This design comes from an exercise in tuning for small area on the open sky130 flow, not from production work.
At most, simulation tests tie the RTL to the original design; equivalence was not proved.
Function not checked in runs 1 to 3: the RTL went through the layout flow alone.
Power and IR drop assume default switching activity. The clock port is modelled as an ideal driver; clocking choices that lean on that would not hold on a real chip.

==> flow/design.v <==
module serial_parallel_converter #(
    parameter int unsigned parallelWidth = 512,
    parameter int unsigned serialWidth   = 8
) (
    input  logic                                              clk,
    input  logic                                              rst,
    input  logic [serialWidth-1:0]                            inData,
    input  logic                                              inDataPresent,
    input  logic                                              inDataStartOfFrame,
    input  logic                                              inDataEndOfFrame,
    input  logic                                              inDataError,
    output logic [parallelWidth-1:0]                          outData,
    output logic                                              outValid,
    input  logic                                              outReady,
    output logic                                              outStartOfFrame,
    output logic                                              outEndOfFrame,
    output logic                                              outError,
    output logic [$clog2(parallelWidth/serialWidth):0]        outBytes,
    output logic                                              overflow
);
    localparam int unsigned N  = parallelWidth / serialWidth;
    localparam int unsigned LW = $clog2(N);
    localparam int unsigned CW = LW + 1;
    localparam int unsigned SW = serialWidth;
    logic [parallelWidth-1:0] acc_q;      
    logic [parallelWidth-1:0] nxt_c;      
    logic [LW-1:0]            cnt_q;      
    logic                     fill_q;     
    logic                     err_q;
    logic                     wsof_q;
    logic                     clr_q;      
    logic                     hold_c, slot_c, accept_c, partial_c, complete_c;
    logic                     cnt_zero_c, last_c, load_c, load_part_c, load_word_c, drop_c;
    logic [LW-1:0]            lane_c;
    logic [CW-1:0]            new_cnt_c;
    logic                     new_err_c, new_sof_c;
    logic                     wr_c;       
    logic                     wr0_c;      
    logic [SW-1:0]            bus0_c, bus1_c, bus_c;
    logic [N-1:0]             en_c;
    logic [SW-1:0]            out0_c;
    assign cnt_zero_c = (cnt_q == '0);
    assign accept_c   = inDataPresent && (inDataStartOfFrame || fill_q);
    assign partial_c  = inDataPresent && inDataStartOfFrame && !cnt_zero_c;
    assign lane_c     = inDataStartOfFrame ? '0 : cnt_q;
    assign last_c     = (lane_c == LW'(N - 1));
    assign new_cnt_c  = {1'b0, lane_c} + CW'(1);
    assign complete_c = accept_c && (last_c || inDataEndOfFrame);
    assign new_err_c  = inDataStartOfFrame ? inDataError : (err_q || inDataError);
    assign new_sof_c  = inDataStartOfFrame || wsof_q;
    assign hold_c      = outValid && !outReady;
    assign slot_c      = !hold_c;
    assign load_part_c = partial_c && slot_c;
    assign load_word_c = complete_c && slot_c && !partial_c;
    assign load_c      = load_part_c || load_word_c;
    assign drop_c      = (partial_c && !slot_c) || (complete_c && !load_word_c);
    assign wr_c   = accept_c && !inDataStartOfFrame;
    assign wr0_c  = accept_c && (inDataStartOfFrame || cnt_zero_c);
    assign bus0_c = inData;
    assign bus1_c = (clr_q && !(wr_c && cnt_q == LW'(1))) ? '0 : inData;
    assign bus_c  = clr_q ? '0 : inData;
    always_comb begin
        for (int k = 0; k < int'(N); k++) begin
            if (k == 0)
                en_c[k] = wr0_c;
            else
                en_c[k] = clr_q || (wr_c && cnt_q == LW'(k));
        end
    end
    genvar g;
    generate
        for (g = 0; g < int'(N); g++) begin : g_lane
            if (g == 0) begin : g_l0
                assign nxt_c[g*SW +: SW] = en_c[g] ? bus0_c : acc_q[g*SW +: SW];
            end else if (g == 1) begin : g_l1
                assign nxt_c[g*SW +: SW] = en_c[g] ? bus1_c : acc_q[g*SW +: SW];
            end else if (g == int'(N) - 1) begin : g_lt
                assign nxt_c[g*SW +: SW] = bus_c & {SW{en_c[g]}};
            end else begin : g_ln
                assign nxt_c[g*SW +: SW] = en_c[g] ? bus_c : acc_q[g*SW +: SW];
            end
        end
    endgenerate
    assign out0_c = partial_c ? acc_q[SW-1:0] : nxt_c[SW-1:0];
    always_ff @(posedge clk) begin
        acc_q   <= {{SW{1'b0}}, nxt_c[parallelWidth-SW-1:0]};
        if (!hold_c) begin
            outData <= {nxt_c[parallelWidth-1:SW], out0_c};
            if (partial_c) begin
                outBytes        <= {1'b0, cnt_q};
                outStartOfFrame <= wsof_q;
                outEndOfFrame   <= 1'b1;
                outError        <= 1'b1;
            end else begin
                outBytes        <= new_cnt_c;
                outStartOfFrame <= new_sof_c;
                outEndOfFrame   <= inDataEndOfFrame;
                outError        <= new_err_c;
            end
        end
    end
    always_ff @(posedge clk) begin
        if (rst) begin
            fill_q   <= 1'b0;
            cnt_q    <= '0;
            clr_q    <= 1'b1;
            outValid <= 1'b0;
            overflow <= 1'b0;
        end else begin
            outValid <= hold_c || load_c;
            overflow <= overflow || drop_c;
            clr_q    <= partial_c || complete_c;
            if (accept_c) begin
                if (complete_c) begin
                    cnt_q  <= '0;
                    fill_q <= inDataEndOfFrame ? 1'b0 : (slot_c && !partial_c);
                end else begin
                    cnt_q  <= new_cnt_c[LW-1:0];
                    fill_q <= 1'b1;
                end
            end
        end
    end
    always_ff @(posedge clk) begin
        if (accept_c) begin
            err_q  <= new_err_c;
            wsof_q <= complete_c ? 1'b0 : new_sof_c;
        end
    end
endmodule
==> flow/flow/run.sh <==
#!/bin/bash
# Standard ORFS layout with two changes: the port buffers are the smallest buffer
# (buf_1) and the clock tree uses the buffers and clustering given below, without dummy loads.
set -euo pipefail
export BUFFER_PORTS_ARGS="-buffer_cell sky130_fd_sc_hd__buf_1"
export CTS_ARGS="-sink_clustering_enable -repair_clock_nets -dont_use_dummy_load -buf_list sky130_fd_sc_hd__clkbuf_8 -sink_clustering_size 20 -sink_clustering_max_diameter 80"
bash standard.sh > make_finish.log 2>&1
==> flow/standard.sh <==
#!/bin/bash
# synth_recipe.tcl (not shown) runs the flow's synth.tcl, then flattens the netlist and writes it again
# the make line also repeats each setting of config.mk as NAME=value (left out here)
make -C /OpenROAD-flow-scripts/flow DESIGN_CONFIG=/design/flow/config.mk WORK_HOME=/design/flow/orfs CLKGATE_MAP_FILE= SYNTH_SCRIPT=/design/flow/synth_recipe.tcl "${@:-finish}"
==> flow/config.mk <==
export PLATFORM = sky130hd
export DESIGN_NAME = serial_parallel_converter
export DESIGN_NICKNAME = serial_parallel_converter
export VERILOG_FILES = /design/flow/design.v
export SDC_FILE = /design/flow/constraint.sdc
export NUM_CORES = 4
export LEC_CHECK = 0
export ABC_AREA = 1
export CAP_MARGIN = 20
export CORE_MARGIN = 2
export CORE_UTILIZATION = 40
export SLEW_MARGIN = 20
==> flow/constraint.sdc <==
create_clock -name core_clock -period 4.0 [get_ports {clk}]
set_input_delay 0.8000 -clock core_clock [delete_from_list [all_inputs] [get_ports {clk}]]
set_output_delay 0.8000 -clock core_clock [all_outputs]
set_load 0.01 [all_outputs]
==> impl_metrics.csv, run 1 <==
group,metric,value,unit
outcome,outcome,"finished clean",
cells_and_area,fin_util,45.6,%
floorplan,core_area,80700,sq um
worst_setup_path,critPathMaxFanout,16,
placed_design,dpl-instance-area,35900,sq um
worst_setup_path,cp.depth,4,
worst_setup_path,cp_num_buf_inv,1,
cells_and_area,multi_input_area,5700,sq um
cts,insertion_delay,0.72,ns
synthesis,ys_seq_area_share,79.7,%
worst_setup_path,ff2ff_path_depth,4,
worst_setup_path,worstPathCellList,"inv_1 -> nor2_2 -> nand3_1 -> o21ai_0",
detailed_routing,routedWlPerCell,21.4,um
cells_and_area,fin_cells,4080,
global_routing,grt_pass1_wl,124000,um
power_and_ir_drop,power_leakage,0.0137,uW
floorplan,die_area,83900,sq um
cells_and_area,ff_latch_area,26000,sq um
detailed_routing,drt_iter0_drc,1547,
sta,maxSlewViolCount,0,
cts,path_clk_slew,0.12,ns
floorplan,ios,539,
synthesis,syn_nets,2517,
placed_design,place_hpwl,56900,um
cells_and_area,nNetsFinal,3034,
sta,period_share,68.7,%
worst_setup_path,reg2reg_setup_slack,1.25,ns
power_and_ir_drop,vdd_ir_drop_max,0.000364,V
sta,min_period,2.75,ns
sta,fmax,364,MHz
floorplan,start_util,40.5,%
floorplan,die_h,290,um
cells_and_area,drive_above_1_share,4.97,%
synthesis,muxShareOfSynthArea,0,%
cts,clockRootBuffer,"clkbuf_8",
synthesis,ys_warn_count,1,
placed_design,port-buffer-count,538,
cts,cts_tree,"done",
synthesis,synth_top_family_by_area,"compound AO/OA/AOI/OAI gates",
global_routing,antenna_found_initial,2,
cells_and_area,synthToLayoutAreaGrowth,12.7,%
cells_and_area,stdcell_area,36800,sq um
synthesis,synthXorXnorAreaFrac,0.0268,%
global_routing,gr-total-overflow,0,
sta,tightest_slew,1.06,ns
synthesis,yosys.area.top_type,"edfxtp_1",
cts,clock_path_buffers,3,
worst_setup_path,setup.worst_path.class,"register to register",
floorplan,placementRows,104,
cts,htree_levels,2,
worst_setup_path,startpoint_type,"register",
detailed_routing,firstDrtPassIters,6,
worst_hold_path,hold_class,"input pin to register",
worst_hold_path,hold-path-cell-count,2,
synthesis,synth_compound_area_share,8.74,%
cells_and_area,final_common_cell,"buf_1",
cts,cts_setup_buffers,0,
synthesis,syn_area,32600,sq um
synthesis,synthAdderAreaFrac,0.0383,%
detailed_routing,ant_nets,0,
cells_and_area,fillers,7502,
power_and_ir_drop,fin_total_pwr,19100,uW
synthesis,synth_area_leaders,"edfxtp_1 48%, dfxtp_1 32%, o21ai_0 7.7%",
worst_setup_path,timing.critical_path.required,4.49,ns
global_routing,grt_max_degree,165,
sta,hold_viol,0,
detailed_routing,drc_errors,0,
synthesis,synth.distinct_cells,27,
worst_setup_path,crit_path_top_delay_cell,"nand3_1",
power_and_ir_drop,power_density,518,nW/um^2
placed_design,dp_cells,4016,
cts,numClockSinks,1038,
synthesis,netlist_instances,2501,
placed_design,gp_congestion,0.838,
synthesis,synth_top_area_share,48.2,%
worst_setup_path,cp-end-kind,"register",
worst_setup_path,max_stage_delay,0.76,ns
sta,rsz0062_at_grt,"false",
global_routing,grt_pass1_vias,18600,
sta,maxSlewHeadroom,29.6,%
worst_setup_path,crit_family,"simple AND/OR/NAND/NOR gates",
synthesis,yosys_register_bits,1038,
detailed_routing,routed_via_density,4.85,
synthesis,syn-mean-instance-area,13.1,sq um
cts,cts_buffers,60,
global_routing,track_usage,20.1,%
floorplan,die_w,290,um
detailed_routing,vias,19800,
worst_setup_path,worstPathArrival,3.24,ns
sta,finalSetupViolations,0,
cts,cts.repair.resized,0,
detailed_routing,wl,87300,um
sta,skew,0.0703,ns
cts,hold_buffers,0,
synthesis,yosys.area_share.simple,8.53,%
cells_and_area,mostFrequentLayoutCells,"538 x buf_1, 524 x edfxtp_1, 513 x dfxtp_1",
job,maxCapViolations,0,
## synthesized netlist by cell type
cell        n
clkinv_1    1
o22ai_1     1
o21ai_0   503
inv_2       2
buf_4      13
a21oi_1    19
buf_6       3
dfxtp_1   514
o211ai_1    3
nor2_2      2
o21ai_1     5
or2_2       1
clkbuf_1   74
nand2_1   462
a31oi_2     2
buf_2      43
ha_1        1
nand3_1   154
edfxtp_1  524
nand4_1     1
xor2_1      1
and2_1      8
nor2_1     54
a21oi_2     4
a31oi_1    20
inv_1      77
buf_1       9
## flip-flops by register name, summed over array words and instances (netlist names)
register	cells
outData	512
wsof_q	1
outBytes	7
clr_q	1
fill_q	1
overflow	1
outValid	1
acc_q	504
cnt_q	6
outStartOfFrame	1
err_q	1
outEndOfFrame	1
outError	1
## metal layers
layer | part of all wire (%) | global-route usage, % | vias to the layer above | wire length (um)
met2 | 46 | 31.7 | 591 | 40400
met3 | 8.0 | 5.76 | 115 | 7010
met4 | 2.8 | 5.76 | 0 | 2440
met1 | 43 | 27.1 | 9440 | 37400
met5 | 0 | 0 | - | 0
li1 | - | - | 9639 | -
## layout make-up
cell class,count,share of cell area (%)
multi-input cells,1241,15.5
flip-flops and latches,1038,70.8
repair buffers,597,7.00
inverters,80,0.834
well taps,1060,3.61
clock buffers,60,2.25
diodes,4,0.0272
## report_power, final
part	switching (uW)	total, uW	internal (uW)
clock	3010	4360	1350
sequential	320	12600	12300
combinational	1570	2060	496
total	4900	19100	14200
## per-stage QoR
stage	hold slack, ns	setup WS [ns]	setup TNS, ns
2_1_floorplan	0.431	-5.16	-2704.73
4_1_cts	0.276	1.24	0
6_report	0.382	1.25	0
3_3_place_gp	0.440	1.00	0
5_1_grt	0.335	1.00	0
3_5_place_dp	0.451	0.947	0
## path summary, 6_finish.rpt
path,from,endpoint
min,rst,overflow
min reg2reg,acc_q[33],acc_q[33]
max,cnt_q[5],outData[262]
max reg2reg,cnt_q[5],outData[262]
## worst reg2reg max path: stages (launching register included)
cell     delay, ns
dfxtp_1       0.45
inv_1         0.15
nor2_2        0.68
nand3_1       0.76
o21ai_0       0.49
## cell families (layout without fill, tap and decap cells)
kind of cell | count (synthesis) | after routing
simple gates | 682 | 682
buf+inv | 222 | 737
fa+ha+maj | 1 | 1
flops | 1038 | 1038
compound gates | 557 | 557
other cells | 0 | 4
xor+xnor | 1 | 1
==> run 2, diff against run 1 <==
==> flow/flow/run.sh (replaced) <==
#!/bin/bash
# Standard ORFS layout with two changes: the port buffers are the smallest buffer
# (buf_1) and the clock tree uses the buffers and clustering given below, without dummy loads.
set -euo pipefail
export BUFFER_PORTS_ARGS="-buffer_cell sky130_fd_sc_hd__buf_1"
export CTS_ARGS="-sink_clustering_enable -repair_clock_nets -dont_use_dummy_load -buf_list sky130_fd_sc_hd__clkbuf_4"
bash standard.sh > make_finish.log 2>&1
--- a/flow/config.mk
+++ b/flow/config.mk
@@ -8,5 +8,5 @@
 export ABC_AREA = 1
 export CAP_MARGIN = 20
 export CORE_MARGIN = 2
-export CORE_UTILIZATION = 40
+export CORE_UTILIZATION = 60
 export SLEW_MARGIN = 20
==> impl_metrics.csv, run 2 <==
group,metric,value,unit
outcome,outcome,"finished clean",
placed_design,port-buffer-count,538,
cells_and_area,nNetsFinal,3204,
worst_setup_path,cpMostUsedCell,"nand2_1",
cells_and_area,synthToLayoutAreaGrowth,14.0,%
cts,clockRootBuffer,"clkbuf_4",
synthesis,synthXorXnorAreaFrac,0.0268,%
global_routing,gr-total-overflow,0,
synthesis,ys_warn_count,1,
power_and_ir_drop,power_density,560,nW/um^2
floorplan,ios,539,
synthesis,ys_seq_area_share,79.7,%
synthesis,synth.distinct_cells,27,
cells_and_area,top_register,"outData",
floorplan,core_area,53800,sq um
power_and_ir_drop,netSwitchingFraction,25.6,%
synthesis,synth_most_common_cell,"edfxtp_1",
sta,finalSetupViolations,0,
worst_hold_path,min-delay-start,"inDataEndOfFrame",
cts,cts_tree,"done",
global_routing,track_usage,30.7,%
global_routing,antenna_found_initial,2,
cells_and_area,fin_util,69.2,%
worst_setup_path,timing.critical_path.required,4.71,ns
cts,htree_levels,4,
synthesis,synth_top_area_share,48.2,%
cells_and_area,stdcell_area,37200,sq um
cts,insertion_delay,1.05,ns
synthesis,async_reset_ff_share,0,%
worst_hold_path,hold_class,"input pin to register",
worst_setup_path,worstPathArrival,3.36,ns
floorplan,die_h,237,um
synthesis,synth_compound_area_share,8.74,%
power_and_ir_drop,seqPwrFrac,60.8,%
cts,cts_setup_buffers,0,
worst_setup_path,critPathMaxFanout,29,
worst_setup_path,crit_path_top_delay_cell,"nor2_4",
sta,hold_viol,0,
cts,path_clk_slew,0.06,ns
sta,maxSlewHeadroom,30.1,%
synthesis,synth_top_family_by_area,"compound AO/OA/AOI/OAI gates",
detailed_routing,wl,86700,um
floorplan,start_util,60.7,%
worst_setup_path,crit_start,"fill_q",
synthesis,muxShareOfSynthArea,0,%
synthesis,syn_nets,2517,
synthesis,syn_area,32600,sq um
detailed_routing,drt_iter0_drc,1826,
synthesis,yosys.area.top_type,"edfxtp_1",
job,maxCapViolations,0,
power_and_ir_drop,switching_power,5340,uW
power_and_ir_drop,power_frac_comb,9.9,%
detailed_routing,routed_via_density,5.55,
synthesis,syn-mean-instance-area,13.1,sq um
detailed_routing,firstDrtPassIters,7,
cts,hold_buffers,1,
placed_design,place_hpwl,55800,um
sta,tightest_slew,1.05,ns
power_and_ir_drop,power_leakage,0.0143,uW
synthesis,synth_edf_count,524,
cells_and_area,drive_above_1_share,10.0,%
cells_and_area,final_common_cell,"buf_1",
synthesis,synthAdderAreaFrac,0.0383,%
worst_setup_path,startpoint_type,"register",
cells_and_area,largest_reg_flops,512,
power_and_ir_drop,intPower,15500,uW
cells_and_area,mostFrequentLayoutCells,"538 x buf_1, 524 x edfxtp_1, 513 x dfxtp_1",
power_and_ir_drop,p_clk_share,29.3,%
worst_setup_path,cp-end-kind,"register",
cells_and_area,largest_registers,"outData (512), acc_q (504), outBytes (7)",
cells_and_area,fillers,4074,
cts,cts.repair.resized,0,
synthesis,synth_common_cells,"524 x edfxtp_1, 514 x dfxtp_1, 503 x o21ai_0",
synthesis,synthFlopType,"edfxtp_1",
sta,maxSlewViolCount,0,
sta,skew,0.0761,ns
worst_setup_path,reg2reg_from,"fill_q",
detailed_routing,ant_nets,0,
detailed_routing,vias,21600,
detailed_routing,drc_errors,0,
sta,period_share,66.2,%
synthesis,yosys_register_bits,1038,
placed_design,gp_congestion,0.925,
floorplan,die_area,56300,sq um
floorplan,placementRows,85,
power_and_ir_drop,vdd_ir_drop_max,0.000336,V
placed_design,dpl-instance-area,35300,sq um
cts,cts_buffers,240,
sta,min_period,2.65,ns
synthesis,yosys.area_share.simple,8.53,%
global_routing,grt_pass1_vias,21100,
worst_setup_path,worstPathCellList,"nand2_1 -> nor2_4 -> nand2_1 -> inv_2 -> nand2_1 -> nand3_1 -> o21ai_0",
global_routing,grt_pass1_wl,127000,um
cts,clock_path_buffers,3,
cts,numClockSinks,1038,
synthesis,netlist_instances,2501,
global_routing,grt_max_degree,190,
detailed_routing,routedWlPerCell,22.3,um
sta,rsz0062_at_grt,"false",
worst_setup_path,setup.worst_path.class,"register to register",
floorplan,die_w,237,um
synthesis,synth_area_leaders,"edfxtp_1 48%, dfxtp_1 32%, o21ai_0 7.7%",
sta,fin_hold_ws,0.130,ns
worst_setup_path,max_stage_delay,0.57,ns
sta,fmax,377,MHz
-- run 2: final timing paths --
| check | to | slack [ns] | cells past startpoint |
|---|---|---|---|
| setup / recovery | outData[12] | 1.35 | 7 |
| hold / removal | outEndOfFrame | 0.13 | 3 |
| setup reg to reg | outData[12] | 1.35 | 7 |
| hold reg to reg | acc_q[246] | 0.46 | 2 |
-- run 2: area by class of cell --
class                   instances  area, sq um  area share, %
inverters                      80          307          0.824
multi-input cells            1241         5720           15.4
diodes                          3         7.51         0.0202
flip-flops and latches       1038        26000           69.9
repair buffers                587         2490           6.70
clock buffers                 240         1800           4.84
well taps                     696          871           2.34
-- run 2: kinds of logic (layout without fill, tap and decap cells) --
logic type / Yosys count / after routing
simple gates: 682 / 682
xor+xnor: 1 / 1
compound gates: 557 / 557
buf+inv: 222 / 907
flops: 1038 / 1038
fa+ha+maj: 1 / 1
other cells: 0 / 3
-- run 2: per-stage QoR --
stage	worst slack, ns	total power (uW)	cells	TNS (ns)
after detailed placement	0.730	15000	3638	0
final	1.35	20900	3885	0
after global placement	0.868	14900	3637	0
after floorplan	-5.16	14000	2501	-2704.73
after CTS	1.35	21000	3879	0
after global routing	1.08	21800	3884	0
-- run 2: metal layers --
metal	part of all wire (%)	vias to the layer above	GRT usage, %
met2	48	896	48.6
li1	-	10100	-
met4	2.9	2	11.7
met1	40	10500	39.3
met3	9.3	141	10.6
met5	0.015	-	0
-- run 2: worst max-delay path, delay by kind of cell (launching register included) --
family | cells | cell delay, ns
AOI/OAI and AO/OA | 1 | 0.14
buffers and inverters | 1 | 0.36
DFF | 1 | 0.33
and+or+nand+nor | 5 | 1.54
-- run 2: power by group through the flow --
| stage | clock, uW | sequential (uW) | combinational [uW] |
|---|---|---|---|
| 2_1_floorplan | 0 | 13200 | 738 |
| 3_3_place_gp | 0 | 12900 | 2000 |
| 3_5_place_dp | 0 | 12900 | 2050 |
| 4_1_cts | 6280 | 12700 | 2060 |
| 5_1_grt | 6770 | 12800 | 2230 |
| 6_report | 6110 | 12700 | 2060 |
==> run 3, diff against run 2 <==
==> flow/flow/run.sh (replaced) <==
#!/bin/bash
# Standard ORFS layout with two changes: the port buffers are the smallest buffer
# (buf_1) and the clock tree uses the buffers and clustering given below, without dummy loads.
set -euo pipefail
export BUFFER_PORTS_ARGS="-buffer_cell sky130_fd_sc_hd__buf_1"
export CTS_ARGS="-sink_clustering_enable -repair_clock_nets -dont_use_dummy_load -buf_list sky130_fd_sc_hd__clkbuf_8 -sink_clustering_size 15 -sink_clustering_max_diameter 60"
bash standard.sh > make_finish.log 2>&1
--- a/flow/config.mk
+++ b/flow/config.mk
@@ -8,5 +8,5 @@
 export ABC_AREA = 1
 export CAP_MARGIN = 20
 export CORE_MARGIN = 2
-export CORE_UTILIZATION = 60
+export CORE_UTILIZATION = 40
 export SLEW_MARGIN = 20
==> impl_metrics.csv, run 3 <==
group,metric,value,unit
worst_setup_path,cp-end-kind,"register",
sta,period_share,69.1,%
worst_setup_path,startpoint_type,"register",
worst_setup_path,max_stage_delay,0.75,ns
sta,tightest_slew,1.03,ns
cts,htree_levels,3,
power_and_ir_drop,power_density,534,nW/um^2
cts,insertion_delay,0.71,ns
detailed_routing,firstDrtPassIters,5,
detailed_routing,wl,87900,um
detailed_routing,drc_errors,0,
synthesis,syn_nets,2517,
cts,cts.repair.resized,0,
detailed_routing,vias,20000,
cts,numClockSinks,1038,
floorplan,core_area,80700,sq um
cells_and_area,drive_above_1_share,5.85,%
global_routing,antenna_found_initial,2,
detailed_routing,routedWlPerCell,21.4,um
synthesis,synthFlopType,"edfxtp_1",
cts,cts_tree,"done",
job,maxCapViolations,0,
detailed_routing,ant_nets,0,
floorplan,die_w,290,um
synthesis,synth_top_area_share,48.2,%
floorplan,die_area,83900,sq um
power_and_ir_drop,power_leakage,0.0139,uW
cells_and_area,mostFrequentLayoutCells,"538 x buf_1, 524 x edfxtp_1, 513 x dfxtp_1",
cells_and_area,synthToLayoutAreaGrowth,13.9,%
cts,hold_buffers,0,
cells_and_area,top_register,"outData",
sta,skew,0.0983,ns
sta,rsz0062_at_grt,"false",
sta,fin_hold_ws,0.403,ns
cts,cts_setup_buffers,0,
detailed_routing,routed_via_density,4.86,
worst_setup_path,setup.worst_path.class,"register to register",
worst_setup_path,crit_path_top_delay_cell,"nand3_1",
floorplan,placementRows,104,
sta,finalSetupViolations,0,
placed_design,place_hpwl,56900,um
sta,hold_viol,0,
cts,clock_path_buffers,3,
sta,setup_slack,1.24,ns
synthesis,syn_area,32600,sq um
synthesis,synth_edf_count,524,
cells_and_area,largest_registers,"outData (512), acc_q (504), outBytes (7)",
cts,cts_buffers,88,
cells_and_area,final_common_cell,"buf_1",
sta,maxSlewHeadroom,31.4,%
worst_setup_path,critPathMaxFanout,16,
power_and_ir_drop,vdd_ir_drop_max,0.000375,V
worst_setup_path,cpMostUsedCell,"nand3_1",
synthesis,netlist_instances,2501,
synthesis,ys_seq_area_share,79.7,%
synthesis,yosys_register_bits,1038,
synthesis,async_reset_ff_share,0,%
synthesis,synth_most_common_cell,"edfxtp_1",
global_routing,grt_pass1_vias,18900,
worst_setup_path,timing.critical_path.required,4.35,ns
outcome,outcome,"finished clean",
worst_hold_path,hold_class,"input pin to register",
cells_and_area,largest_reg_flops,512,
placed_design,pre_cts_ws,0.947,ns
synthesis,yosys.area.top_type,"edfxtp_1",
floorplan,ios,539,
placed_design,gp_congestion,0.838,
floorplan,die_h,290,um
sta,fmax,362,MHz
synthesis,synth_area_leaders,"edfxtp_1 48%, dfxtp_1 32%, o21ai_0 7.7%",
sta,min_period,2.76,ns
global_routing,track_usage,20.3,%
synthesis,synth_common_cells,"524 x edfxtp_1, 514 x dfxtp_1, 503 x o21ai_0",
synthesis,syn-mean-instance-area,13.1,sq um
worst_setup_path,worstPathArrival,3.11,ns
global_routing,grt_pass1_wl,125000,um
synthesis,synth.distinct_cells,27,
detailed_routing,drt_iter0_drc,1793,
synthesis,ys_warn_count,1,
worst_setup_path,worstPathCellList,"inv_1 -> nor2_2 -> nand3_1 -> nand3_1 -> o21ai_0",
floorplan,start_util,40.5,%
cells_and_area,nNetsFinal,3062,
global_routing,grt_max_degree,165,
cts,path_clk_slew,0.10,ns
sta,maxSlewViolCount,0,
cts,clockRootBuffer,"clkbuf_8",
global_routing,gr-total-overflow,0,
placed_design,port-buffer-count,538,
## run 3: critical path, delay by kind of cell, from the launching register on
| family | cells | cell delay (ns) |
|---|---|---|
| AOI/OAI and AO/OA | 1 | 0.14 |
| buffers and inverters | 1 | 0.15 |
| and+or+nand+nor | 3 | 1.68 |
| DFF | 1 | 0.44 |
## run 3: per-layer routing
layer | global-route usage, % | vias to the layer above | part of all wire (%)
li1 | - | 9709 | -
met1 | 27.2 | 9493 | 43
met2 | 31.6 | 629 | 46
met3 | 5.89 | 134 | 8.0
met4 | 7.31 | 0 | 3.4
met5 | 0 | - | 0
## run 3: path summary, 6_finish.rpt
check / end / cells after the start / slack (ns) / startpoint
worst min-delay path: outValid / 2 / 0.40 / rst
worst min register to register: acc_q[295] / 2 / 0.46 / acc_q[295]
worst max-delay path: outData[268] / 5 / 1.24 / cnt_q[5]
worst max register to register: outData[268] / 5 / 1.24 / cnt_q[5]
## run 3: layout make-up
class,count,area (sq um)
inverter,80,307
timing repair buffer,597,2570
tap,1060,1330
sequential,1038,26000
antenna,4,10.0
fill,7490,43500
clock buffer,88,1210
multi-input combinational,1241,5700
## run 3: cell families after synthesis
kind of cell / synth area share (%)
simple gates: 8.53
xor+xnor: 0.0268
fa+ha+maj: 0.0383
flops: 79.7
compound gates: 8.74
buf+inv: 2.94
## run 3: stage by stage
| step | total power [uW] | setup TNS (ns) | instance area (sq um) | utilization [%] | std cells |
|---|---|---|---|---|---|
| after global placement | 14900 | 0 | 35900 | 44.5 | 4016 |
| after floorplan | 14000 | -2704.73 | 32700 | - | 2501 |
| after CTS | 20100 | 0 | 37100 | 46.0 | 4104 |
| final | 19800 | 0 | 37200 | 46.1 | 4108 |
| after detailed placement | 15000 | 0 | 35900 | 44.5 | 4016 |
| after global routing | 20700 | 0 | 37200 | 46.1 | 4107 |
## run 3: power by group
part / leakage, uW / switching, uW / internal, uW / total (uW)
clock: 0.000633 / 3190 / 1960 / 5150
sequential: 0.0103 / 321 / 12300 / 12600
combinational: 0.00294 / 1570 / 496 / 2060
total: 0.0139 / 5080 / 14800 / 19800
==> run 4, diff against run 3 <==
--- a/flow/design.v
+++ b/flow/design.v
@@ -74,8 +74,6 @@
                 assign nxt_c[g*SW +: SW] = en_c[g] ? bus0_c : acc_q[g*SW +: SW];
             end else if (g == 1) begin : g_l1
                 assign nxt_c[g*SW +: SW] = en_c[g] ? bus1_c : acc_q[g*SW +: SW];
-            end else if (g == int'(N) - 1) begin : g_lt
-                assign nxt_c[g*SW +: SW] = bus_c & {SW{en_c[g]}};
             end else begin : g_ln
                 assign nxt_c[g*SW +: SW] = en_c[g] ? bus_c : acc_q[g*SW +: SW];
             end
@@ -83,7 +81,7 @@
     endgenerate
     assign out0_c = partial_c ? acc_q[SW-1:0] : nxt_c[SW-1:0];
     always_ff @(posedge clk) begin
-        acc_q   <= {{SW{1'b0}}, nxt_c[parallelWidth-SW-1:0]};
+        acc_q <= nxt_c;
         if (!hold_c) begin
             outData <= {nxt_c[parallelWidth-1:SW], out0_c};
             if (partial_c) begin
==> flow/run.sh (new file) <==
#!/bin/bash
# synth_recipe.tcl (not shown) runs the flow's synth.tcl, then flattens the netlist and writes it again
# the make line also repeats each setting of config.mk as NAME=value (left out here)
make -C /OpenROAD-flow-scripts/flow DESIGN_CONFIG=/design/flow/config.mk WORK_HOME=/design/flow/orfs CLKGATE_MAP_FILE= SYNTH_SCRIPT=/design/flow/synth_recipe.tcl finish
removed: flow/flow/run.sh
removed: flow/standard.sh
==> impl_metrics.csv, run 4 <==
group,metric,value,unit
synthesis,synth_most_common_cell,"edfxtp_1",
worst_setup_path,crit_end,"outData[102]",
placed_design,pre_cts_ws,0.591,ns
global_routing,gr-max-usage-layer,"met2",
sta,timing.setup.tns,0,ns
sta,finalSetupViolations,0,
global_routing,grt_use_met3,6.59,%
global_routing,grtUsageMet2,34.5,%
sta,hold_viol,0,
cells_and_area,stdcell_area,43500,sq um
synthesis,ys_warn_count,1,
worst_setup_path,cp-end-kind,"register",
worst_setup_path,crit_path_top_delay_cell,"nor3_4",
floorplan,die_area,85600,sq um
cts,clock_path_buffers,3,
outcome,outcome,"finished clean",
cts,cts_buffers,105,
power_and_ir_drop,vdd_ir_drop_max,0.000352,V
detailed_routing,routedWlPerCell,22.5,um
synthesis,syn_area,33300,sq um
worst_setup_path,cp.depth,8,
sta,fmax,360,MHz
floorplan,placementRows,105,
synthesis,synthXorXnorAreaFrac,0.0263,%
sta,rsz0062_at_grt,"false",
worst_setup_path,crit_start,"inDataStartOfFrame",
placed_design,dpl-instance-area,39900,sq um
cells_and_area,mostFrequentLayoutCells,"538 x clkdlybuf4s50_1, 524 x edfxtp_1, 521 x dfxtp_1",
sta,skew,0.0242,ns
placed_design,place_hpwl,60800,um
floorplan,die_w,293,um
worst_hold_path,hold_class,"register to register",
cells_and_area,drive_above_1_share,9.01,%
floorplan,die_h,293,um
sta,tightest_slew,1.02,ns
cts,htree_levels,3,
sta,period_share,69.4,%
cts,cts_tree,"done",
synthesis,synth_common_cells,"524 x edfxtp_1, 522 x dfxtp_1, 418 x o21ai_0",
worst_setup_path,crit_family,"simple AND/OR/NAND/NOR gates",
synthesis,yosys_register_bits,1046,
synthesis,synth_compound_area_share,8.21,%
floorplan,start_util,40.5,%
cts,cts_setup_buffers,0,
worst_setup_path,cp_num_buf_inv,3,
cts,clockRootBuffer,"clkbuf_16",
synthesis,async_reset_ff_share,0,%
sta,maxSlewHeadroom,31.8,%
global_routing,track_usage,21.6,%
synthesis,netlist_instances,2494,
sta,setup_slack,1.22,ns
synthesis,synth_edf_count,524,
synthesis,synth.distinct_cells,29,
detailed_routing,drc_errors,0,
detailed_routing,drt_iter0_drc,1851,
cts,numClockSinks,1046,
cells_and_area,ff_latch_area,26200,sq um
synthesis,synth_top_family_by_area,"simple AND/OR/NAND/NOR gates",
global_routing,grt_pass1_vias,20600,
cts,cts.repair.resized,0,
worst_setup_path,reg2reg_setup_slack,1.48,ns
synthesis,syn_nets,2510,
job,maxCapViolations,0,
detailed_routing,routed_via_density,5.09,
placed_design,port-buffer-count,538,
power_and_ir_drop,power_density,546,nW/um^2
sta,min_period,2.78,ns
worst_setup_path,reg2reg_from,"cnt_q[2]",
worst_setup_path,ff2ff_path_depth,5,
detailed_routing,vias,21400,
cells_and_area,final_common_cell,"clkdlybuf4s50_1",
detailed_routing,firstDrtPassIters,5,
cts,hold_buffers,0,
worst_setup_path,worstPathArrival,3.15,ns
global_routing,gr-total-overflow,0,
synthesis,syn-mean-instance-area,13.4,sq um
synthesis,synth_area_leaders,"edfxtp_1 47%, dfxtp_1 31%, o21ai_0 6.3%",
detailed_routing,wl,94800,um
global_routing,grt_max_degree,126,
worst_setup_path,max_stage_delay,0.59,ns
cells_and_area,largest_registers,"acc_q (512), outData (512), outBytes (7)",
synthesis,yosys.area.top_type,"edfxtp_1",
global_routing,grt_pass1_wl,137000,um
worst_setup_path,startpoint_type,"input pin",
detailed_routing,ant_nets,0,
sta,maxSlewViolCount,0,
floorplan,core_area,82200,sq um
synthesis,synth_top_area_share,47.2,%
floorplan,ios,539,
power_and_ir_drop,power_leakage,0.0163,uW
placed_design,gp_congestion,0.845,
cells_and_area,synthToLayoutAreaGrowth,30.4,%
synthesis,synthFlopType,"edfxtp_1",
worst_setup_path,worstPathCellList,"clkdlybuf4s50_1 -> inv_2 -> nand2_2 -> nor3_4 -> buf_4 -> nand2_1 -> nand3_1 -> o21ai_0",
synthesis,synthAdderAreaFrac,0.0376,%
synthesis,yosys.area_share.simple,10.0,%
cts,insertion_delay,0.66,ns
global_routing,antenna_found_initial,7,
worst_setup_path,setup.worst_path.class,"input pin to register",
cells_and_area,nNetsFinal,3055,
global_routing,met1_usage,28.1,%
cells_and_area,fillers,6793,
synthesis,ys_seq_area_share,78.6,%
cells_and_area,multi_input_area,6120,sq um
worst_setup_path,timing.critical_path.required,4.37,ns
worst_setup_path,r2r-end,"outData[102]",
cts,path_clk_slew,0.06,ns
worst_setup_path,critPathMaxFanout,16,
synthesis,muxShareOfSynthArea,0,%
run 4: cell count changes in the layout (fill, tap and decap cells not counted), sizes merged, moves of 25 or more:
cell,previous run,this run
inv,78,53
clkinv,1,39
buf,597,62
clkbuf,88,145
nand3,154,399
nand2,462,237
clkdlybuf4s50,0,538
run 4: layout make-up:
class | instances | share of cell area (%)
clock buffers | 145 | 6.74
clock inverters | 54 | 1.43
inverters | 53 | 0.487
diodes | 3 | 0.0173
well taps | 1070 | 3.08
flip-flops and latches | 1046 | 60.3
multi-input cells | 1233 | 14.1
repair buffers | 600 | 13.9
run 4: power by group:
group	total (uW)	switching (uW)	internal, uW
clock network	9890	4090	5800
logic	1840	1080	765
registers	12000	192	11800
run 4: how the worst min path moves through the flow:
stage / start / cells past startpoint / slack [ns] / to
final: acc_q[204] / 2 / 0.46 / acc_q[204]
after detailed placement: acc_q[243] / 2 / 0.45 / acc_q[243]
after floorplan: acc_q[128] / 2 / 0.43 / acc_q[128]
after global routing: acc_q[234] / 2 / 0.49 / acc_q[234]
after CTS: acc_q[204] / 2 / 0.47 / acc_q[204]
after global placement: acc_q[144] / 2 / 0.44 / acc_q[144]
run 4: tightest hold or removal path, delay by kind of cell (launching register included):
| family | cells | cell delay (ns) |
|---|---|---|
| AOI/OAI and AO/OA | 1 | 0.06 |
| DFF | 1 | 0.30 |
| and+or+nand+nor | 1 | 0.05 |
run 4: stage by stage:
| stage | cells | total power, uW | util [%] | hold slack (ns) |
|---|---|---|---|---|
| after floorplan | 2494 | 12900 | - | 0.431 |
| after global placement | 4001 | 14100 | 48.5 | 0.441 |
| after detailed placement | 4002 | 14100 | 48.5 | 0.453 |
| after CTS | 4201 | 24000 | 52.8 | 0.467 |
| after global routing | 4201 | 24500 | 52.8 | 0.490 |
| final | 4204 | 23700 | 52.8 | 0.464 |
run 4: cell families (layout without fill, tap and decap cells):
group | after synthesis | in the layout
DFF | 1046 | 1046
adders and majority gates | 1 | 1
buffers and inverters | 215 | 852
AOI/OAI and AO/OA | 539 | 539
xor gates and xnor gates | 1 | 1
and+or+nand+nor | 692 | 692
other | 0 | 3
run 4: per-layer routing:
layer  vias up  routed length (um)
met4         4                2600
met2       842               44700
met1     10400               39000
met3       131                8490
li1      10000                   -
met5         -                  25
==> run 5, diff against run 4 <==
--- a/flow/design.v
+++ b/flow/design.v
@@ -22,8 +22,7 @@
     localparam int unsigned LW = $clog2(N);
     localparam int unsigned CW = LW + 1;
     localparam int unsigned SW = serialWidth;
-    logic [parallelWidth-1:0] acc_q;      
-    logic [parallelWidth-1:0] nxt_c;      
+    logic                     ovn_q;      
     logic [LW-1:0]            cnt_q;      
     logic                     fill_q;     
     logic                     err_q;
@@ -67,23 +66,40 @@
                 en_c[k] = clr_q || (wr_c && cnt_q == LW'(k));
         end
     end
+    logic [parallelWidth-1:0] mid_q;      
+    logic [SW-1:0]            out0_q, outl_q;
+    logic [N-1:0]  keep_c;
+    logic          hold_d_c, load_d_c;
+    assign keep_c   = ~en_c;
+    assign hold_d_c = outValid && !outReady;
+    assign load_d_c = ovn_q || outReady;
     genvar g;
     generate
-        for (g = 0; g < int'(N); g++) begin : g_lane
-            if (g == 0) begin : g_l0
-                assign nxt_c[g*SW +: SW] = en_c[g] ? bus0_c : acc_q[g*SW +: SW];
-            end else if (g == 1) begin : g_l1
-                assign nxt_c[g*SW +: SW] = en_c[g] ? bus1_c : acc_q[g*SW +: SW];
-            end else begin : g_ln
-                assign nxt_c[g*SW +: SW] = en_c[g] ? bus_c : acc_q[g*SW +: SW];
-            end
+        for (g = 1; g < int'(N) - 1; g++) begin : g_lane
+            s2p_lane #(.W(SW)) u_lane (
+                .clk  (clk),
+                .wr   (en_c[g]),
+                .keep (keep_c[g]),
+                .bus  ((g == 1) ? bus1_c : bus_c),
+                .hold (hold_d_c),
+                .load (load_d_c),
+                .q    (mid_q[g*SW +: SW])
+            );
         end
     endgenerate
-    assign out0_c = partial_c ? acc_q[SW-1:0] : nxt_c[SW-1:0];
+    logic [SW-1:0] acc0_q, nxt0_c;
+    assign nxt0_c = en_c[0] ? bus0_c : acc0_q;
+    logic [SW-1:0] nxtl_c;
+    assign nxtl_c = bus_c & {SW{en_c[N-1]}};
+    assign out0_c = partial_c ? acc0_q : nxt0_c;
+    assign outData = {outl_q, mid_q[parallelWidth-SW-1:SW], out0_q};
+    assign mid_q[SW-1:0] = '0;
+    assign mid_q[parallelWidth-1 -: SW] = '0;
     always_ff @(posedge clk) begin
-        acc_q <= nxt_c;
+        acc0_q <= nxt0_c;
         if (!hold_c) begin
-            outData <= {nxt_c[parallelWidth-1:SW], out0_c};
+            out0_q <= out0_c;
+            outl_q <= nxtl_c;
             if (partial_c) begin
                 outBytes        <= {1'b0, cnt_q};
                 outStartOfFrame <= wsof_q;
@@ -103,9 +119,11 @@
             cnt_q    <= '0;
             clr_q    <= 1'b1;
             outValid <= 1'b0;
+            ovn_q    <= 1'b1;
             overflow <= 1'b0;
         end else begin
             outValid <= hold_c || load_c;
+            ovn_q    <= !(hold_c || load_c);
             overflow <= overflow || drop_c;
             clr_q    <= partial_c || complete_c;
             if (accept_c) begin
@@ -126,3 +144,21 @@
         end
     end
 endmodule
+module s2p_lane #(
+    parameter int unsigned W = 8
+) (
+    input  logic         clk,
+    input  logic         wr,
+    input  logic         keep,
+    input  logic [W-1:0] bus,
+    input  logic         hold,
+    input  logic         load,
+    output logic [W-1:0] q
+);
+    logic [W-1:0] acc_q, nxt_c;
+    assign nxt_c = (acc_q & {W{keep}}) | (bus & {W{wr}});
+    always_ff @(posedge clk) begin
+        acc_q <= nxt_c;
+        q     <= (q & {W{hold}}) | (nxt_c & {W{load}});
+    end
+endmodule
==> flow/flow/run.sh (new file) <==
#!/bin/bash
# Standard ORFS layout with two changes: the port buffers are the smallest buffer
# (buf_1) and the clock tree uses the buffers and clustering given below, without dummy loads.
set -euo pipefail
export BUFFER_PORTS_ARGS="-buffer_cell sky130_fd_sc_hd__buf_1"
export CTS_ARGS="-sink_clustering_enable -repair_clock_nets -dont_use_dummy_load -buf_list sky130_fd_sc_hd__clkbuf_16 -sink_clustering_size 30 -sink_clustering_max_diameter 100"
bash standard.sh > make_finish.log 2>&1
==> flow/standard.sh (new file) <==
#!/bin/bash
# synth_recipe.tcl (not shown) runs the flow's synth.tcl, then flattens the netlist and writes it again
# the make line also repeats each setting of config.mk as NAME=value (left out here)
make -C /OpenROAD-flow-scripts/flow DESIGN_CONFIG=/design/flow/config.mk WORK_HOME=/design/flow/orfs CLKGATE_MAP_FILE= SYNTH_SCRIPT=/design/flow/synth_recipe.tcl "${@:-finish}"
--- a/flow/config.mk
+++ b/flow/config.mk
@@ -5,8 +5,8 @@
 export SDC_FILE = /design/flow/constraint.sdc
 export NUM_CORES = 4
 export LEC_CHECK = 0
-export ABC_AREA = 1
 export CAP_MARGIN = 20
 export CORE_MARGIN = 2
 export CORE_UTILIZATION = 40
 export SLEW_MARGIN = 20
+export SYNTH_HIERARCHICAL = 1
removed: flow/run.sh
==> impl_metrics.csv, run 5 <==
group,metric,value,unit
worst_hold_path,hold_path_end,"g_lane[16].u_lane.acc_q[6]",
detailed_routing,drt_iter0_drc,1503,
cells_and_area,final_common_cell,"dfxtp_1",
cts,cts_setup_buffers,0,
synthesis,synth_top_family_by_area,"compound AO/OA/AOI/OAI gates",
synthesis,yosys.area.top_type,"dfxtp_1",
synthesis,async_reset_ff_share,0,%
sta,period_share,73.9,%
synthesis,muxShareOfSynthArea,0.657,%
detailed_routing,routed_via_density,5.67,
global_routing,grt_pass1_wl,146000,um
synthesis,ys_warn_count,8,
worst_setup_path,reg2reg_setup_slack,1.05,ns
sta,min_period,2.95,ns
cells_and_area,largest_registers,"g_lane.u_lane.acc_q (496), g_lane.u_lane.q (496)",
sta,hold_viol,0,
power_and_ir_drop,vdd_ir_drop_max,0.000344,V
sta,skew,0.0339,ns
worst_setup_path,cp-end-kind,"register",
synthesis,synth_compound_area_share,28.2,%
synthesis,synthXorXnorAreaFrac,0.0261,%
sta,rsz0062_at_grt,"false",
synthesis,synth_common_cells,"1011 x dfxtp_1, 992 x a22o_1, 128 x buf_6",
detailed_routing,firstDrtPassIters,6,
synthesis,synth_edf_count,28,
synthesis,synth_top_area_share,60.4,%
global_routing,grt_pass1_vias,22300,
worst_setup_path,ff2ff_path_depth,6,
placed_design,port-buffer-count,538,
global_routing,antenna_found_initial,6,
synthesis,netlist_instances,2588,
detailed_routing,met1_length,44300,um
synthesis,syn_nets,2604,
sta,maxSlewHeadroom,35.0,%
global_routing,gr-total-overflow,0,
detailed_routing,dr.max_layer_used,"met5",
worst_hold_path,hold-path-cell-count,1,
synthesis,ys_seq_area_share,62.9,%
placed_design,gp_congestion,0.815,
power_and_ir_drop,fin_total_pwr,19600,uW
worst_setup_path,startpoint_type,"register",
floorplan,core_area,83300,sq um
floorplan,placementRows,106,
worst_setup_path,reg2reg_from,"cnt_q[2]",
sta,tightest_slew,0.972,ns
worst_setup_path,r2r-end,"g_lane[13].u_lane.q[5]",
job,maxCapViolations,0,
power_and_ir_drop,power_leakage,0.0153,uW
worst_setup_path,worstPathArrival,3.46,ns
synthesis,synthAdderAreaFrac,0.0373,%
floorplan,die_area,86200,sq um
cts,path_clk_slew,0.11,ns
synthesis,syn-mean-instance-area,13.0,sq um
synthesis,yosys.area_share.simple,1.60,%
floorplan,die_h,294,um
synthesis,synth_area_leaders,"dfxtp_1 60%, a22o_1 26%, buf_6 4.3%",
placed_design,place_hpwl,64500,um
cts,numClockSinks,1039,
detailed_routing,ant_nets,0,
synthesis,yosys_register_bits,1039,
floorplan,die_w,294,um
worst_setup_path,timing.critical_path.required,4.51,ns
sta,fmax,339,MHz
sta,finalSetupViolations,0,
outcome,outcome,"finished clean",
detailed_routing,routedWlPerCell,24.9,um
cts,cts_buffers,41,
detailed_routing,drc_errors,0,
synthesis,synth_most_common_cell,"dfxtp_1",
detailed_routing,vias,22800,
worst_hold_path,min-delay-start,"g_lane[16].u_lane.acc_q[6]",
synthesis,synth.distinct_cells,47,
sta,maxSlewViolCount,0,
cts,cts_tree,"done",
cts,clock_path_buffers,3,
synthesis,synthFlopType,"dfxtp_1",
cells_and_area,nNetsFinal,2961,
detailed_routing,wl,100000,um
power_and_ir_drop,power_density,535,nW/um^2
sta,timing.setup.tns,0,ns
cts,cts.repair.resized,0,
cells_and_area,synthToLayoutAreaGrowth,9.20,%
floorplan,start_util,40.3,%
cells_and_area,drive_above_1_share,4.69,%
cts,htree_levels,2,
floorplan,ios,539,
cts,hold_buffers,0,
synthesis,syn_area,33500,sq um
cts,insertion_delay,0.62,ns
detailed_routing,route.met2.wl,47000,um
global_routing,track_usage,22.0,%
worst_hold_path,hold_class,"register to register",
worst_setup_path,critPathMaxFanout,19,
detailed_routing,wl_met3,6190,um
global_routing,grt_max_degree,170,
cells_and_area,mostFrequentLayoutCells,"1010 x dfxtp_1, 992 x a22o_1, 538 x buf_1",
cts,clockRootBuffer,"clkbuf_16",
worst_setup_path,setup.worst_path.class,"register to register",
## run 5: cell count changes after synthesis, sizes merged, moves of 16 or more
cell    previous run  this run
dfxtp            522      1011
o21ai            513         8
buf               93       258
a22o               0       992
mux2               0        16
nand2            237        12
a21o               0        65
nor2              41        18
nand3            399         4
edfxtp           524        28
clkbuf            69        21
## run 5: cells by family after synthesis
| logic type | count (synthesis) |
|---|---|
| buffers and inverters | 332 |
| adder cells (fa/ha/maj) | 1 |
| AO/OA/AOI/OAI | 1104 |
| flip-flops | 1039 |
| XOR/XNOR | 1 |
| multiplexers | 17 |
| AND/OR/NAND/NOR | 94 |
## run 5: final cells by class
| class | instances | area [sq um] |
|---|---|---|
| fill | 7737 | 46700 |
| sequential | 1039 | 21100 |
| multi-input combinational | 1217 | 10300 |
| timing repair buffer | 593 | 2610 |
| tap | 1080 | 1350 |
| clock buffer | 41 | 1030 |
| inverter | 53 | 211 |
| antenna | 1 | 2.50 |
## run 5: stage by stage
step / hold WS (ns) / setup slack (ns) / instances / cell area [sq um] / utilization [%]
floorplan: 0.444 / 0.632 / 2588 / 33500 / -
global placement: 0.459 / 0.973 / 3981 / 35600 / 42.7
detailed placement: 0.455 / 0.918 / 3981 / 35600 / 42.7
CTS: 0.488 / 1.10 / 4022 / 36600 / 43.9
global route: 0.501 / 0.906 / 4023 / 36600 / 44.0
finish: 0.488 / 1.05 / 4024 / 36600 / 44.0
## run 5: report_power, final
part | internal, uW | leakage [uW] | switching, uW
sequential | 11500 | 0.00868 | 493
combinational | 1050 | 0.00608 | 1640
clock | 1860 | 0.000505 | 3070
## run 5: worst max-delay path, cell delays in order, from the launching register on
cell	delay, ns
dfxtp_1	0.80
nand2_1	0.19
nor2_1	0.79
a21o_1	0.40
inv_1	0.21
a22o_1	0.29
a22o_1	0.19
## run 5: worst max path at each step
stage / from / depth (start not counted) / endpoint / slack (ns)
after CTS: cnt_q[2] / 6 / g_lane[13].u_lane.q[5] / 1.10
final: cnt_q[2] / 6 / g_lane[13].u_lane.q[5] / 1.05
after global routing: cnt_q[2] / 6 / g_lane[13].u_lane.q[5] / 0.91
after detailed placement: inDataPresent / 8 / g_lane[12].u_lane.q[5] / 0.92
after global placement: inDataPresent / 8 / g_lane[12].u_lane.q[5] / 0.97
after floorplan: inData[6] / 3 / g_lane[10].u_lane.q[6] / 0.63
## run 5: per-layer routing
metal | GRT usage (%) | up-vias
met5 | 0 | -
met4 | 6.00 | 6
met3 | 4.14 | 145
met2 | 36.5 | 665
met1 | 29.4 | 11500
li1 | - | 10500
==> run 6, diff against run 5 <==
==> flow/flow/run.sh (replaced) <==
#!/bin/bash
# Standard ORFS layout with two changes: the port buffers are the smallest buffer
# (buf_1) and the clock tree uses the buffers and clustering given below, without dummy loads.
set -euo pipefail
export BUFFER_PORTS_ARGS="-buffer_cell sky130_fd_sc_hd__buf_1"
export CTS_ARGS="-sink_clustering_enable -repair_clock_nets -dont_use_dummy_load -buf_list sky130_fd_sc_hd__clkbuf_8 -sink_clustering_size 15 -sink_clustering_max_diameter 60"
bash standard.sh > make_finish.log 2>&1
==> impl_metrics.csv, run 6 <==
group,metric,value,unit
outcome,outcome,"finished clean",
detailed_routing,routedWlPerCell,24.8,um
detailed_routing,routed_via_density,5.66,
placed_design,place_hpwl,64500,um
worst_setup_path,worstPathArrival,3.54,ns
cells_and_area,fillers,7752,
synthesis,synth_common_cells,"1011 x dfxtp_1, 992 x a22o_1, 128 x buf_6",
sta,fin_hold_ws,0.475,ns
cts,cts_tree,"done",
sta,period_share,73.7,%
cells_and_area,drive_above_1_share,6.19,%
cts,htree_levels,3,
sta,hold_viol,0,
worst_setup_path,critPathMaxFanout,19,
detailed_routing,ant_nets,0,
cells_and_area,multi_input_area,10300,sq um
synthesis,syn_area,33500,sq um
cells_and_area,fin_util,44.2,%
floorplan,placementRows,106,
detailed_routing,firstDrtPassIters,5,
cts,cts_buffers,88,
power_and_ir_drop,vdd_ir_drop_max,0.000280,V
floorplan,core_area,83300,sq um
cells_and_area,ff_latch_area,21100,sq um
synthesis,ys_seq_area_share,62.9,%
synthesis,synth_top_area_share,60.4,%
synthesis,syn_nets,2604,
global_routing,grt_pass1_wl,148000,um
synthesis,yosys.area.top_type,"dfxtp_1",
cells_and_area,nNetsFinal,3008,
floorplan,die_w,294,um
global_routing,antenna_found_initial,6,
floorplan,die_area,86200,sq um
cts,clock_path_buffers,3,
sta,setup_slack,1.05,ns
cells_and_area,final_common_cell,"dfxtp_1",
cts,clockRootBuffer,"clkbuf_8",
synthesis,ys_warn_count,8,
synthesis,yosys_register_bits,1039,
synthesis,synth_most_common_cell,"dfxtp_1",
worst_setup_path,cp-end-kind,"register",
sta,min_period,2.95,ns
sta,maxSlewViolCount,0,
detailed_routing,wl,101000,um
worst_setup_path,startpoint_type,"register",
cts,path_clk_slew,0.10,ns
global_routing,track_usage,22.4,%
detailed_routing,drc_errors,0,
synthesis,async_reset_ff_share,0,%
cts,insertion_delay,0.69,ns
synthesis,syn-mean-instance-area,13.0,sq um
placed_design,gp_congestion,0.815,
cts,cts_setup_buffers,0,
cells_and_area,mostFrequentLayoutCells,"1010 x dfxtp_1, 992 x a22o_1, 538 x buf_1",
floorplan,start_util,40.3,%
detailed_routing,vias,23000,
power_and_ir_drop,power_leakage,0.0154,uW
cells_and_area,largest_registers,"g_lane.u_lane.acc_q (496), g_lane.u_lane.q (496)",
job,maxCapViolations,0,
synthesis,netlist_instances,2588,
cts,hold_buffers,0,
global_routing,grt_max_degree,170,
synthesis,synth.distinct_cells,47,
power_and_ir_drop,power_density,539,nW/um^2
detailed_routing,drt_iter0_drc,1537,
synthesis,synth_edf_count,28,
sta,maxSlewHeadroom,36.3,%
placed_design,pre_cts_ws,0.918,ns
sta,finalSetupViolations,0,
worst_setup_path,setup.worst_path.class,"register to register",
cts,numClockSinks,1039,
cts,cts.repair.resized,0,
sta,skew,0.0872,ns
worst_hold_path,hold_class,"register to register",
worst_setup_path,timing.critical_path.required,4.59,ns
floorplan,ios,539,
placed_design,port-buffer-count,538,
synthesis,synth_area_leaders,"dfxtp_1 60%, a22o_1 26%, buf_6 4.3%",
floorplan,die_h,294,um
sta,rsz0062_at_grt,"false",
sta,timing.setup.tns,0,ns
synthesis,synthFlopType,"dfxtp_1",
cells_and_area,synthToLayoutAreaGrowth,9.77,%
sta,tightest_slew,0.955,ns
global_routing,gr-total-overflow,0,
global_routing,grt_pass1_vias,22800,
sta,fmax,339,MHz
## run 6: area by class of cell
type | count | share of cell area (%)
antenna | 4 | 0.0272
clock buffer | 88 | 3.29
inverter | 53 | 0.574
multi-input combinational | 1217 | 28.1
sequential | 1039 | 57.3
tap | 1080 | 3.67
timing repair buffer | 593 | 7.08
## run 6: through the flow
stage          cells  power (uW)  cell area, sq um
2_1_floorplan   2588       13900             33500
3_3_place_gp    3981       14800             35600
3_5_place_dp    3981       14900             35600
4_1_cts         4069       20000             36800
5_1_grt         4072       20700             36800
6_report        4074       19800             36800
## run 6: kinds of logic (layout without fill, tap and decap cells)
logic type | count (synthesis) | in the layout | share of synthesized area (%)
buffers and inverters | 332 | 734 | 6.60
other | 0 | 4 | 0
multiplexers | 17 | 17 | 0.657
flip-flops | 1039 | 1039 | 62.9
adder cells (fa/ha/maj) | 1 | 1 | 0.0373
XOR/XNOR | 1 | 1 | 0.0261
AND/OR/NAND/NOR | 94 | 94 | 1.60
AO/OA/AOI/OAI | 1104 | 1104 | 28.2
## run 6: metal layers
metal	part of all wire, %	vias to the layer above	global-route usage [%]
li1	-	10500	-
met1	44	11600	29.5
met2	47	703	36.7
met3	6.2	166	4.49
met4	2.8	4	7.17
met5	0.025	-	0
## run 6: path summary, 6_finish.rpt
| check | from | end | slack [ns] | cells past startpoint |
|---|---|---|---|---|
| max | cnt_q[2] | g_lane[13].u_lane.q[5] | 1.05 | 6 |
| min | g_lane[20].u_lane.acc_q[6] | g_lane[20].u_lane.acc_q[6] | 0.48 | 1 |
| max reg2reg | cnt_q[2] | g_lane[13].u_lane.q[5] | 1.05 | 6 |
| min reg2reg | g_lane[20].u_lane.acc_q[6] | g_lane[20].u_lane.acc_q[6] | 0.48 | 1 |
## run 6: worst max-delay path: stages, from the launching register on
cell	delay (ns)
dfxtp_1	0.81
nand2_1	0.19
nor2_1	0.76
a21o_1	0.40
inv_1	0.21
a22o_1	0.29
a22o_1	0.19
## run 6: power breakdown
group          internal [uW]  leakage, uW  switching [uW]
combinational           1050      0.00608            1640
clock                   1960     0.000633            3240
sequential             11500      0.00868             494
total                  14500       0.0154            5370

static timing again, ports no longer ideal:
No port has a modelled driver above. Below, the same layouts with a new extraction and two added sets of constraints. Step 1 assumes that a clkbuf_16 drives the clock port and a buf_2 every other input. Step 2, shift: input delay + t, output delay - t, t = (earliest + latest rising clock arrival at the registers) / 2. This alone moves slack from input paths to output paths. a / b / c = ideal ports / drivers / drivers and shift; a / b = the first two.
run	t, ns	setup slack, ns	worst setup path after step 2	worst data-port slew with drivers (ns)
run 1	0.748	1.252 / 1.252 / 0.935	input to register	0.03
run 2	1.074	1.350 / 1.350 / 0.648	input to register	0.09
run 3	0.727	1.236 / 1.236 / 1.005	input to register	0.03
run 4	0.723	1.223 / 1.240 / 0.517	input to register	0.11
run 5	0.661	1.046 / 1.046 / 0.810	input to register	0.15
run 6	0.725	1.054 / 1.054 / 0.735	input to register	0.13
After both steps every run listed still meets setup and hold. For run 4, which loses most, drivers alone change the setup slack by +0.017 ns; drivers and shift together by -0.706 ns.
